From an optimization exercise on the open Yosys and OpenROAD flow, aimed at small area; shortcuts taken in it are not production practice. The RTL was checked by simulation tests, not by an equivalence proof against the original design.

==> v18 <==
==> flow/design.v <==
package mips_pkg;
  localparam int DATA_W   = 32;
  localparam int ADDR_W   = 5;
  localparam int REG_ZERO = 0;
endpackage
module wb_sel
#(
  parameter int DW = mips_pkg::DATA_W
) (
  input  logic          wm2reg,
  input  logic [DW-1:0] walu,
  input  logic [DW-1:0] wmo,
  output logic [DW-1:0] wdi
);
  always_comb begin
    wdi = walu;
    if (wm2reg) begin
      wdi = wmo;
    end else begin
      wdi = walu;
    end
  end
endmodule
module wb_regfile #(
  parameter int DATA_W = mips_pkg::DATA_W,
  parameter int ADDR_W = mips_pkg::ADDR_W,
  parameter int CNT_W  = 16
) (
  input  logic              clk,
  input  logic              rst,
  input  logic              wwreg,
  input  logic              wm2reg,
  input  logic [DATA_W-1:0] walu,
  input  logic [DATA_W-1:0] wmo,
  input  logic [ADDR_W-1:0] wrn,
  input  logic [ADDR_W-1:0] rna,
  input  logic [ADDR_W-1:0] rnb,
  output logic [DATA_W-1:0] qa,
  output logic [DATA_W-1:0] qb,
  output logic [DATA_W-1:0] wdi,
  output logic [CNT_W-1:0]  commit_cnt,
  output logic              commit_ovf
);
  localparam int NREG = 1 << ADDR_W;
  localparam logic [ADDR_W-1:0] ZERO_IDX = ADDR_W'(mips_pkg::REG_ZERO);
  logic [DATA_W-1:0] wdi_s;
  logic              commit_s;
  logic [DATA_W-1:0] regs_r [0:NREG-1];
  logic [CNT_W-1:0]  cnt_r;
  logic              ovf_r;
  wb_sel #(
    .DW(DATA_W)
  ) u_wb_sel (
    .wm2reg(wm2reg),
    .walu  (walu),
    .wmo   (wmo),
    .wdi   (wdi_s)
  );
  assign wdi = wdi_s;
  assign commit_s = wwreg && (wrn != ZERO_IDX);
  always_ff @(posedge clk or posedge rst) begin
    if (rst) begin
      for (int i = 0; i < NREG; i++) begin
        regs_r[i] <= {DATA_W{1'b0}};
      end
    end else if (commit_s) begin
      regs_r[wrn] <= wdi_s;
    end
  end
  always_ff @(posedge clk or posedge rst) begin
    if (rst) begin
      cnt_r <= {CNT_W{1'b0}};
      ovf_r <= 1'b0;
    end else if (commit_s) begin
      cnt_r <= cnt_r + CNT_W'(1);
      if (cnt_r == {CNT_W{1'b1}}) begin
        ovf_r <= 1'b1;
      end
    end
  end
  assign commit_cnt = cnt_r;
  assign commit_ovf = ovf_r;
  always_comb begin
    qa = {DATA_W{1'b0}};
    if (rst || (rna == ZERO_IDX)) begin
      qa = {DATA_W{1'b0}};
    end else if (commit_s && (rna == wrn)) begin
      qa = wdi_s;
    end else begin
      qa = regs_r[rna];
    end
  end
  always_comb begin
    qb = {DATA_W{1'b0}};
    if (rst || (rnb == ZERO_IDX)) begin
      qb = {DATA_W{1'b0}};
    end else if (commit_s && (rnb == wrn)) begin
      qb = wdi_s;
    end else begin
      qb = regs_r[rnb];
    end
  end
endmodule
==> flow/run.sh <==
#!/bin/bash
# synth_recipe.tcl (not shown) runs the flow's synth.tcl, then flattens the netlist and writes it again
# the make line also repeats each setting of config.mk as NAME=value (left out here)
make -C /OpenROAD-flow-scripts/flow DESIGN_CONFIG=/design/flow/config.mk WORK_HOME=/design/flow/orfs CLKGATE_MAP_FILE= SYNTH_SCRIPT=/design/flow/synth_recipe.tcl finish
==> flow/config.mk <==
export PLATFORM = sky130hd
export DESIGN_NAME = wb_regfile
export DESIGN_NICKNAME = wb_regfile
export VERILOG_FILES = /design/flow/design.v
export SDC_FILE = /design/flow/constraint.sdc
export NUM_CORES = 4
export LEC_CHECK = 0
export CAP_MARGIN = 20
export CORE_MARGIN = 2
export CORE_UTILIZATION = 40
export SLEW_MARGIN = 20
==> flow/constraint.sdc <==
create_clock -name core_clock -period 10.0 [get_ports {clk}]
set_input_delay 2.0000 -clock core_clock [delete_from_list [all_inputs] [get_ports {clk}]]
set_output_delay 2.0000 -clock core_clock [all_outputs]
set_load 0.01 [all_outputs]
==> v7: changes against v18 <==
==> flow/design.v, changed modules only <==
module wb_regfile #(
  parameter int DATA_W = mips_pkg::DATA_W,
  parameter int ADDR_W = mips_pkg::ADDR_W,
  parameter int CNT_W  = 16
) (
  input  logic              clk,
  input  logic              rst,
  input  logic              wwreg,
  input  logic              wm2reg,
  input  logic [DATA_W-1:0] walu,
  input  logic [DATA_W-1:0] wmo,
  input  logic [ADDR_W-1:0] wrn,
  input  logic [ADDR_W-1:0] rna,
  input  logic [ADDR_W-1:0] rnb,
  output logic [DATA_W-1:0] qa,
  output logic [DATA_W-1:0] qb,
  output logic [DATA_W-1:0] wdi,
  output logic [CNT_W-1:0]  commit_cnt,
  output logic              commit_ovf
);
  localparam int NREG = 1 << ADDR_W;
  logic [DATA_W-1:0] wdi_s;
  logic              commit_s;
  logic [NREG-1:1]   wen;
  logic [NREG-1:1]   vld_r;
  logic [(NREG-1)*DATA_W-1:0] regs;   
  logic [CNT_W-1:0]  cnt_r;
  logic              ovf_r;
  wb_sel #(
    .DW(DATA_W)
  ) u_wb_sel (
    .wm2reg(wm2reg),
    .walu  (walu),
    .wmo   (wmo),
    .wdi   (wdi_s)
  );
  assign wdi = wdi_s;
  assign commit_s = wwreg && (wrn != '0);
  for (genvar i = 1; i < NREG; i++) begin : g_row
    assign wen[i] = wwreg && (wrn == ADDR_W'(i));
    rf_row #(
      .DW(DATA_W)
    ) u_row (
      .clk(clk),
      .en (wen[i]),
      .enb(~wen[i]),
      .w  (wdi_s),
      .q  (regs[(i-1)*DATA_W +: DATA_W])
    );
  end
  always_ff @(posedge clk or posedge rst) begin
    if (rst) begin
      vld_r <= '0;
    end else begin
      vld_r <= vld_r | wen;
    end
  end
  logic [CNT_W:0] cnt_inc;
  assign cnt_inc = {1'b0, cnt_r} + (CNT_W+1)'(commit_s);
  always_ff @(posedge clk or posedge rst) begin
    if (rst) begin
      cnt_r <= '0;
      ovf_r <= 1'b0;
    end else begin
      cnt_r <= cnt_inc[CNT_W-1:0];
      ovf_r <= ovf_r | cnt_inc[CNT_W];
    end
  end
  assign commit_cnt = cnt_r;
  assign commit_ovf = ovf_r;
  rf_rdport #(
    .DW(DATA_W), .AW(ADDR_W)
  ) u_rda (
    .rst(rst), .commit(commit_s), .wrn(wrn), .rn(rna), .vld(vld_r),
    .wdi(wdi_s), .regs(regs), .q(qa)
  );
  rf_rdport #(
    .DW(DATA_W), .AW(ADDR_W)
  ) u_rdb (
    .rst(rst), .commit(commit_s), .wrn(wrn), .rn(rnb), .vld(vld_r),
    .wdi(wdi_s), .regs(regs), .q(qb)
  );
endmodule
module rf_row #(
  parameter int DW = 32
) (
  input  logic          clk,
  input  logic          en,
  input  logic          enb,
  input  logic [DW-1:0] w,
  output logic [DW-1:0] q
);
  for (genvar b = 0; b < DW; b++) begin : g_bit
    rf_bit u_bit (.clk(clk), .en(en), .enb(enb), .w(w[b]), .q(q[b]));
  end
endmodule
module rf_bit (
  input  logic clk,
  input  logic en,
  input  logic enb,
  input  logic w,
  output logic q
);
  always_ff @(posedge clk) begin
    q <= (q & enb) | (w & en);
  end
endmodule
module rf_rdport #(
  parameter int DW = 32,
  parameter int AW = 5
) (
  input  logic            rst,
  input  logic            commit,
  input  logic [AW-1:0]   wrn,
  input  logic [AW-1:0]   rn,
  input  logic [(1<<AW)-1:1] vld,
  input  logic [DW-1:0]   wdi,
  input  logic [((1<<AW)-1)*DW-1:0] regs,
  output logic [DW-1:0]   q
);
  localparam int N = 1 << AW;
  logic          hit;
  logic [N-1:0]  sel;
  assign hit    = commit && (wrn == rn);
  assign sel[0] = hit && !rst;
  for (genvar i = 1; i < N; i++) begin : g_sel
    assign sel[i] = (rn == AW'(i)) && vld[i] && !hit && !rst;
  end
  for (genvar b = 0; b < DW; b++) begin : g_bit
    logic [N-1:0] d;
    assign d[0] = wdi[b];
    for (genvar i = 1; i < N; i++) begin : g_in
      assign d[i] = regs[(i-1)*DW + b];
    end
    rf_aomux32 u_mux (.s(sel), .d(d), .y(q[b]));
  end
endmodule
module rf_aomux32 (
  input  logic [31:0] s,
  input  logic [31:0] d,
  output logic        y
);
  logic [10:0] g;
  for (genvar k = 0; k < 10; k++) begin : g_aoi
    rf_aoi222 u_aoi (
      .s0(s[3*k]), .d0(d[3*k]), .s1(s[3*k+1]), .d1(d[3*k+1]),
      .s2(s[3*k+2]), .d2(d[3*k+2]), .y(g[k])
    );
  end
  rf_aoi22 u_aoi_last (.s0(s[30]), .d0(d[30]), .s1(s[31]), .d1(d[31]), .y(g[10]));
  rf_nand11 u_nand (.a(g), .y(y));
endmodule
module rf_aoi222 (
  input  logic s0, d0, s1, d1, s2, d2,
  output logic y
);
  assign y = ~((s0 & d0) | (s1 & d1) | (s2 & d2));
endmodule
module rf_aoi22 (
  input  logic s0, d0, s1, d1,
  output logic y
);
  assign y = ~((s0 & d0) | (s1 & d1));
endmodule
module rf_nand11 (
  input  logic [10:0] a,
  output logic        y
);
  assign y = ~&a;
endmodule
==> flow/flow/run.sh (new file) <==
#!/bin/bash
# Own layout flow: the standard ORFS layout with three changes.
#  1. After floorplan, combinational cells that synthesis sized up are swapped
#     back to their smallest variant (flow/downsize.tcl); placement's
#     repair_design re-sizes or buffers wherever a net needs it.
#  2. Port buffers use buf_1 instead of the placer's default pick.
#  3. CTS clusters up to 30 sinks per leaf buffer and inserts no dummy loads.
# Each step's full output goes to its own log in the work folder.
set -euo pipefail
RES=orfs/results/${FLOW_PLATFORM}/wb_regfile/base

bash standard.sh synth > 1_synth_std.log 2>&1
bash standard.sh floorplan > 2_floorplan_std.log 2>&1
ODB=$RES/2_floorplan.odb openroad -no_init -exit flow/downsize.tcl > 2_downsize.log 2>&1
bash standard.sh \
  "BUFFER_PORTS_ARGS=-buffer_cell sky130_fd_sc_hd__buf_1" \
  "CTS_ARGS=-sink_clustering_enable -repair_clock_nets -sink_clustering_size 30 -sink_clustering_max_diameter 60 -dont_use_dummy_load" \
  finish > 3_finish_std.log 2>&1
==> flow/flow/downsize.tcl (new file) <==
# Area recovery before placement: swap each combinational cell that synthesis
# sized up for the smallest cell of the same function. Placement's
# repair_design sizes or buffers again where a net needs it.
set odb $::env(ODB)
read_db $odb
set db [ord::get_db]
set block [ord::get_db_block]
set libs [$db getLibs]
# smallest-area variant for each base name
array set best {}
foreach lib $libs { foreach m [$lib getMasters] {
  set n [$m getName]
  if {[regexp {^(sky130_fd_sc_hd__[a-z0-9]+)_([0-9]+)$} $n -> base sz]} {
    set a [expr {[$m getWidth] * [$m getHeight]}]
    if {![info exists best($base)] || $a < [lindex $best($base) 1]} { set best($base) [list $m $a] }
  }
} }
set cnt 0
foreach inst [$block getInsts] {
  set m [$inst getMaster]
  set n [$m getName]
  if {[regexp {^(sky130_fd_sc_hd__[a-z0-9]+)_([0-9]+)$} $n -> base sz]} {
    if {[regexp {tap|fill|decap|dly|clkbuf|df|dl|sdf|edf|conb} $base]} continue
    if {[info exists best($base)]} {
      set bm [lindex $best($base) 0]
      if {[$bm getName] ne $n && [lindex $best($base) 1] < [expr {[$m getWidth]*[$m getHeight]}]} {
        $inst swapMaster $bm
        incr cnt
      }
    }
  }
}
puts "downsized $cnt"
write_db $odb
==> flow/standard.sh (new file) <==
#!/bin/bash
# synth_recipe.tcl (not shown) runs the flow's synth.tcl, then flattens the netlist and writes it again
# the make line also repeats each setting of config.mk as NAME=value (left out here)
make -C /OpenROAD-flow-scripts/flow DESIGN_CONFIG=/design/flow/config.mk WORK_HOME=/design/flow/orfs CLKGATE_MAP_FILE= SYNTH_SCRIPT=/design/flow/synth_recipe.tcl "${@:-finish}"
Settings changed: CORE_UTILIZATION 40 to 60, SYNTH_HIERARCHICAL from default to 1, SYNTH_MINIMUM_KEEP_SIZE from default to 0.
removed: flow/run.sh
==> flow_summary.toml <==
[sta]
hold-worst-slack_ps = 491
timing.slew.headroom_pct = 21.6
setup_ws_ps = 1930

[grt]
grt_max_degree = 49

[clock_network]
cts_sinks = 1040
path_clk_slew_ps = 70

[synth]
synth_ff_type = "dfxtp_1"
yosysSeqAreaShare_pct = 51.1
synth_mux_area_share_pct = 1.15
yosys_warnings = 9

[final_layout]
seq_area_um2 = 21100
fin_cells = 4656

[die]
nWellTaps = 882
rows = 96

[route]
via_per_inst = 9.10

[status]
status = "finished clean"

[pwr]
pg_clk_mw = 2.57
clkPwrFrac_pct = 26.4

[placed_design]
post-place-ws_ps = 2140

[worst_hold_path]
worstHoldEndpoint = "cnt_r[10]"

[setup_path]
crit_arrival_ps = 6070
[end of results for v7]
==> flow_summary.toml <==
[die]
rows = 129
nWellTaps = 1637

[status]
status = "finished clean"

[worst_hold_path]
worstHoldEndpoint = "ovf_r"

[final_layout]
seq_area_um2 = 25200

[clock_network]
path_clk_slew_ps = 60
cts_sinks = 1009

[grt]
grt_max_degree = 172

[sta]
hold-worst-slack_ps = 474
setup_ws_ps = 1090
timing.slew.headroom_pct = 7.82

[pwr]
clkPwrFrac_pct = 34.2

[synth]
synth_ff_type = "dfrtp_1"
synth_mux_area_share_pct = 2.08

[route]
via_per_inst = 7.28

[setup_path]
crit_arrival_ps = 6910
[end of results for v18]

## re-timing with driven ports
Ports are ideal in the flow. The routed layouts listed here were re-timed in OpenROAD. Step 1 sets driving cells, clkbuf_16 on the clock port and buf_2 on the other inputs (assumed; they add their load-dependent delay and slew). Step 2 adds t to the input delays and takes it off the output delays; t is the mean of the earliest and latest rising clock arrival at the registers after step 1. Input paths then give back, and output paths get back, about the clock's delay inside the block. Three values: no drivers, after step 1, after step 2; two values: the first two.
run | shift t [ns] | setup WS [ns] | worst setup path after step 2 | latest minus earliest clock arrival (ns) | worst register clock-pin slew, ns
v18 | 0.824 | 1.093 / 1.069 / 1.069 | input to output | 0.038 / 0.038 | 0.07 / 0.07
v7 | 0.696 | 1.925 / 1.899 / 1.899 | input to output | 0.073 / 0.072 | 0.11 / 0.11
After both steps setup and hold are still met in every run listed. For v7, which loses most, drivers alone change the setup slack by -0.026 ns; drivers and shift together by -0.026 ns.
